What follows belongs to an exercise in optimizing a design on an open flow for a short achievable clock period and few clock cycles; a production flow would make more cautious choices. Only simulation tests tie the RTL to the original design; equivalence was not proved. Power is estimated from default activity; no workload was simulated.

==> flow/design.v <==
module sprite_sequencer #(
    parameter int MAX_SPRITES  = 16,
    parameter int NUM_FRAMES   = 512,
    parameter int WIDTH        = 1280,
    parameter int HEIGHT       = 720,
    parameter int ANIM_DIV     = 6,
    parameter int MAX_ANIM_LEN = 8,
    localparam int IW = $clog2(MAX_SPRITES),
    localparam int FW = $clog2(NUM_FRAMES),
    localparam int XW = $clog2(WIDTH),
    localparam int YW = $clog2(HEIGHT),
    localparam int LW = $clog2(MAX_ANIM_LEN + 1)
) (
    input  logic          clk_pixel,
    input  logic          sys_rst,
    input  logic          new_frame,
    input  logic          wr_en,
    input  logic [IW-1:0] wr_index,
    input  logic          wr_active,
    input  logic [XW-1:0] wr_x,
    input  logic [YW-1:0] wr_y,
    input  logic [FW-1:0] wr_base_frame,
    input  logic [LW-1:0] wr_anim_len,
    input  logic          sprite_ready,
    output logic          sprite_valid,
    output logic [XW-1:0] sprite_x,
    output logic [YW-1:0] sprite_y,
    output logic [FW-1:0] sprite_frame_number,
    output logic [IW-1:0] sprite_index,
    output logic          busy,
    output logic          list_done,
    output logic          overrun
);
    localparam int N  = MAX_SPRITES;
    localparam int DW = (ANIM_DIV > 1) ? $clog2(ANIM_DIV) : 1;
    logic          busy_reg;
    logic [DW-1:0] div_reg;
    logic          step_reg;
    logic          overrun_reg;
    logic          list_done_reg;
    logic          valid_reg;
    logic [XW-1:0] x_reg;
    logic [YW-1:0] y_reg;
    logic [FW-1:0] frame_reg;
    logic [IW-1:0] index_reg;
    logic [N-1:0]  mask_reg;
    logic [N-1:0]  low_reg;
    logic          took_step_reg;
    logic [N-1:0]  act_next;
    logic [XW-1:0] x_arr     [N];
    logic [YW-1:0] y_arr     [N];
    logic [FW-1:0] frame_arr [N];
    logic          start, late_start, out_free, take, mask_any, scan_end, step_now;
    logic [N-1:0]  low, below;
    always_comb begin
        below[0] = 1'b0;
        for (int i = 1; i < N; i++) below[i] = below[i-1] | mask_reg[i-1];
    end
    assign low      = mask_reg & ~below;
    assign mask_any = |mask_reg;
    assign start      = !busy_reg && new_frame;
    assign late_start = start && wr_en && !below[wr_index];
    assign out_free   = !valid_reg || sprite_ready;
    assign take       = (busy_reg && out_free) || (start && !late_start);
    assign scan_end   = busy_reg && out_free && !mask_any;
    assign step_now   = busy_reg ? step_reg : (div_reg == DW'(ANIM_DIV - 1));
    genvar gi;
    generate
        for (gi = 0; gi < N; gi++) begin : g_entry
            logic          active_reg;
            logic [XW-1:0] x_e_reg;
            logic [YW-1:0] y_e_reg;
            logic [FW-1:0] base_reg;
            logic [FW-1:0] frame_e_reg;
            logic [LW-1:0] len_reg;
            logic [LW-1:0] phase_reg;
            logic          wr_hit;
            logic          wrap;
            logic [LW-1:0] phase_inc;
            assign wr_hit    = wr_en && (wr_index == IW'(gi));
            assign phase_inc = phase_reg + LW'(1);
            assign wrap      = (phase_inc >= ((len_reg == '0) ? LW'(1) : len_reg));
            always_ff @(posedge clk_pixel or posedge sys_rst) begin
                if (sys_rst) begin
                    active_reg <= 1'b0;
                end else if (wr_hit) begin
                    active_reg <= wr_active;
                end
            end
            always_ff @(posedge clk_pixel) begin
                if (wr_hit) begin
                    x_e_reg     <= wr_x;
                    y_e_reg     <= wr_y;
                    base_reg    <= wr_base_frame;
                    frame_e_reg <= wr_base_frame;
                    len_reg     <= wr_anim_len;
                    phase_reg   <= '0;
                end else if (took_step_reg && low_reg[gi]) begin
                    phase_reg   <= wrap ? '0 : phase_inc;
                    frame_e_reg <= wrap ? base_reg : frame_e_reg + FW'(1);
                end
            end
            assign act_next[gi]  = wr_hit ? wr_active : active_reg;
            assign x_arr[gi]     = x_e_reg;
            assign y_arr[gi]     = y_e_reg;
            assign frame_arr[gi] = frame_e_reg;
        end
    endgenerate
    logic [XW-1:0] x_sel;
    logic [YW-1:0] y_sel;
    logic [FW-1:0] frame_sel;
    logic [IW-1:0] index_sel;
    always_comb begin
        x_sel     = '0;
        y_sel     = '0;
        frame_sel = '0;
        index_sel = '0;
        for (int i = 0; i < N; i++) begin
            x_sel     = x_sel     | (x_arr[i]     & {XW{low[i]}});
            y_sel     = y_sel     | (y_arr[i]     & {YW{low[i]}});
            frame_sel = frame_sel | (frame_arr[i] & {FW{low[i]}});
            index_sel = index_sel | (IW'(i)       & {IW{low[i]}});
        end
    end
    always_ff @(posedge clk_pixel or posedge sys_rst) begin
        if (sys_rst) begin
            busy_reg      <= 1'b0;
            div_reg       <= '0;
            step_reg      <= 1'b0;
            overrun_reg   <= 1'b0;
            list_done_reg <= 1'b0;
            mask_reg      <= '0;
            valid_reg     <= 1'b0;
            low_reg       <= '0;
            took_step_reg <= 1'b0;
        end else begin
            list_done_reg <= scan_end;
            low_reg       <= low;
            took_step_reg <= take && step_now;
            if (busy_reg && new_frame) begin
                overrun_reg <= 1'b1;
            end
            if (start) begin
                busy_reg <= 1'b1;
                if (div_reg == DW'(ANIM_DIV - 1)) begin
                    div_reg  <= '0;
                    step_reg <= 1'b1;
                end else begin
                    div_reg  <= div_reg + DW'(1);
                    step_reg <= 1'b0;
                end
            end else if (scan_end) begin
                busy_reg <= 1'b0;
            end
            if (take && mask_any) begin
                mask_reg  <= (busy_reg ? mask_reg : act_next) & ~low;
                valid_reg <= 1'b1;
            end else begin
                if (!busy_reg || scan_end) begin
                    mask_reg <= act_next;
                end
                if (take) begin
                    valid_reg <= 1'b0;
                end
            end
        end
    end
    always_ff @(posedge clk_pixel or posedge sys_rst) begin
        if (sys_rst) begin
            x_reg     <= '0;
            y_reg     <= '0;
            frame_reg <= '0;
            index_reg <= '0;
        end else if (out_free) begin
            x_reg     <= x_sel;
            y_reg     <= y_sel;
            frame_reg <= frame_sel;
            index_reg <= index_sel;
        end
    end
    assign sprite_valid        = valid_reg;
    assign sprite_x            = x_reg;
    assign sprite_y            = y_reg;
    assign sprite_frame_number = frame_reg;
    assign sprite_index        = index_reg;
    assign busy                = busy_reg;
    assign list_done           = list_done_reg;
    assign overrun             = overrun_reg;
endmodule
==> flow/config.mk <==
export PLATFORM = sky130hd
export DESIGN_NAME = sprite_sequencer
export DESIGN_NICKNAME = sprite_sequencer
export VERILOG_FILES = /design/flow/design.v
export SDC_FILE = /design/flow/constraint.sdc
export NUM_CORES = 4
export LEC_CHECK = 0
export ABC_CLOCK_PERIOD_IN_PS = 2000
export CAP_MARGIN = 20
export CORE_MARGIN = 2
export CORE_UTILIZATION = 50
export CTS_CLUSTER_DIAMETER = 80
export CTS_CLUSTER_SIZE = 24
export SETUP_SLACK_MARGIN = 3.9
export SLEW_MARGIN = 20
export TNS_END_PERCENT = 100
==> flow/constraint.sdc <==
create_clock -name core_clock -period 6.0 [get_ports {clk_pixel}]
set_input_delay 1.2000 -clock core_clock [delete_from_list [all_inputs] [get_ports {clk_pixel}]]
set_output_delay 1.2000 -clock core_clock [all_outputs]
set_load 0.01 [all_outputs]
run.sh (not shown) runs the stock make flow with config.mk's settings and CLKGATE_MAP_FILE= SYNTH_SCRIPT=/design/flow/synth_recipe.tcl, a recipe that flattens the netlist after the stock synthesis.
Testbench counts at the start, summed over its fixed seeds: cycles 50,115.
Edit:
- CTS_CLUSTER_DIAMETER: 80 -> 100
- CTS_CLUSTER_SIZE: 24 -> 30
- SETUP_SLACK_MARGIN: 3.9 -> 3.6
Outcome: Sequential cell count does not change; total power decreases by about 9%; routed wire length goes down by about 6%; via count fell by about 3.7%; non-clock buffer count is lower by 116; die area is unchanged; sequential power drops by about 0.8%; synthesized cell count stays the same.
Edit:
- GPL_ROUTABILITY_DRIVEN: not set -> 0
- PLACE_DENSITY: not set -> 0.75
Result: The changed run produced a clean layout; total power came out higher by 0.68%; cell count hardly moves; synthesized area does not change.
Edit:
- CORE_UTILIZATION: 50 -> 58
- GPL_ROUTABILITY_DRIVEN: 0 -> not set
- PLACE_DENSITY: 0.75 -> not set
Effect: The changed run finished with timing, DRC and antenna clean. Power fell by about 0.8%. Worst hold slack loses 0.0044 ns. Clock power hardly moves. Cell area is about the same. Global-route usage rose by 4.1 points.

==> afterwards: timing with drivers on the ports <==
In the flow no input, the clock included, has a driving cell. The finished layouts below were timed again as built, in two steps. Step 1: set_driving_cell puts a clkbuf_16 on clk_pixel and a buf_2 on each other input, an assumption about the parent block. Step 2 also shifts input and output timing later by t, the mid clock arrival at the registers, as if the neighbouring blocks saw the same clock. Three values: no drivers, after step 1, after step 2; two values: the first two.
run | shift t [ns] | setup slack, ns | hold WS [ns] | worst data-port slew with drivers (ns)
the first run | 0.705 | 3.350 / 3.350 / 2.890 | 0.468 / 0.468 / 0.468 | 0.16
the second run | 0.671 | 3.544 / 3.475 / 2.892 | 0.473 / 0.473 / 0.473 | 0.09
the third run | 0.667 | 3.405 / 3.405 / 2.906 | 0.480 / 0.480 / 0.480 | 0.08
the fourth run | 0.677 | 3.487 / 3.435 / 2.949 | 0.476 / 0.476 / 0.476 | 0.08
After both steps setup and hold are still met in every run listed. The setup slack of the second run, which loses most, moves by -0.069 ns with the drivers and by -0.652 ns with both steps.
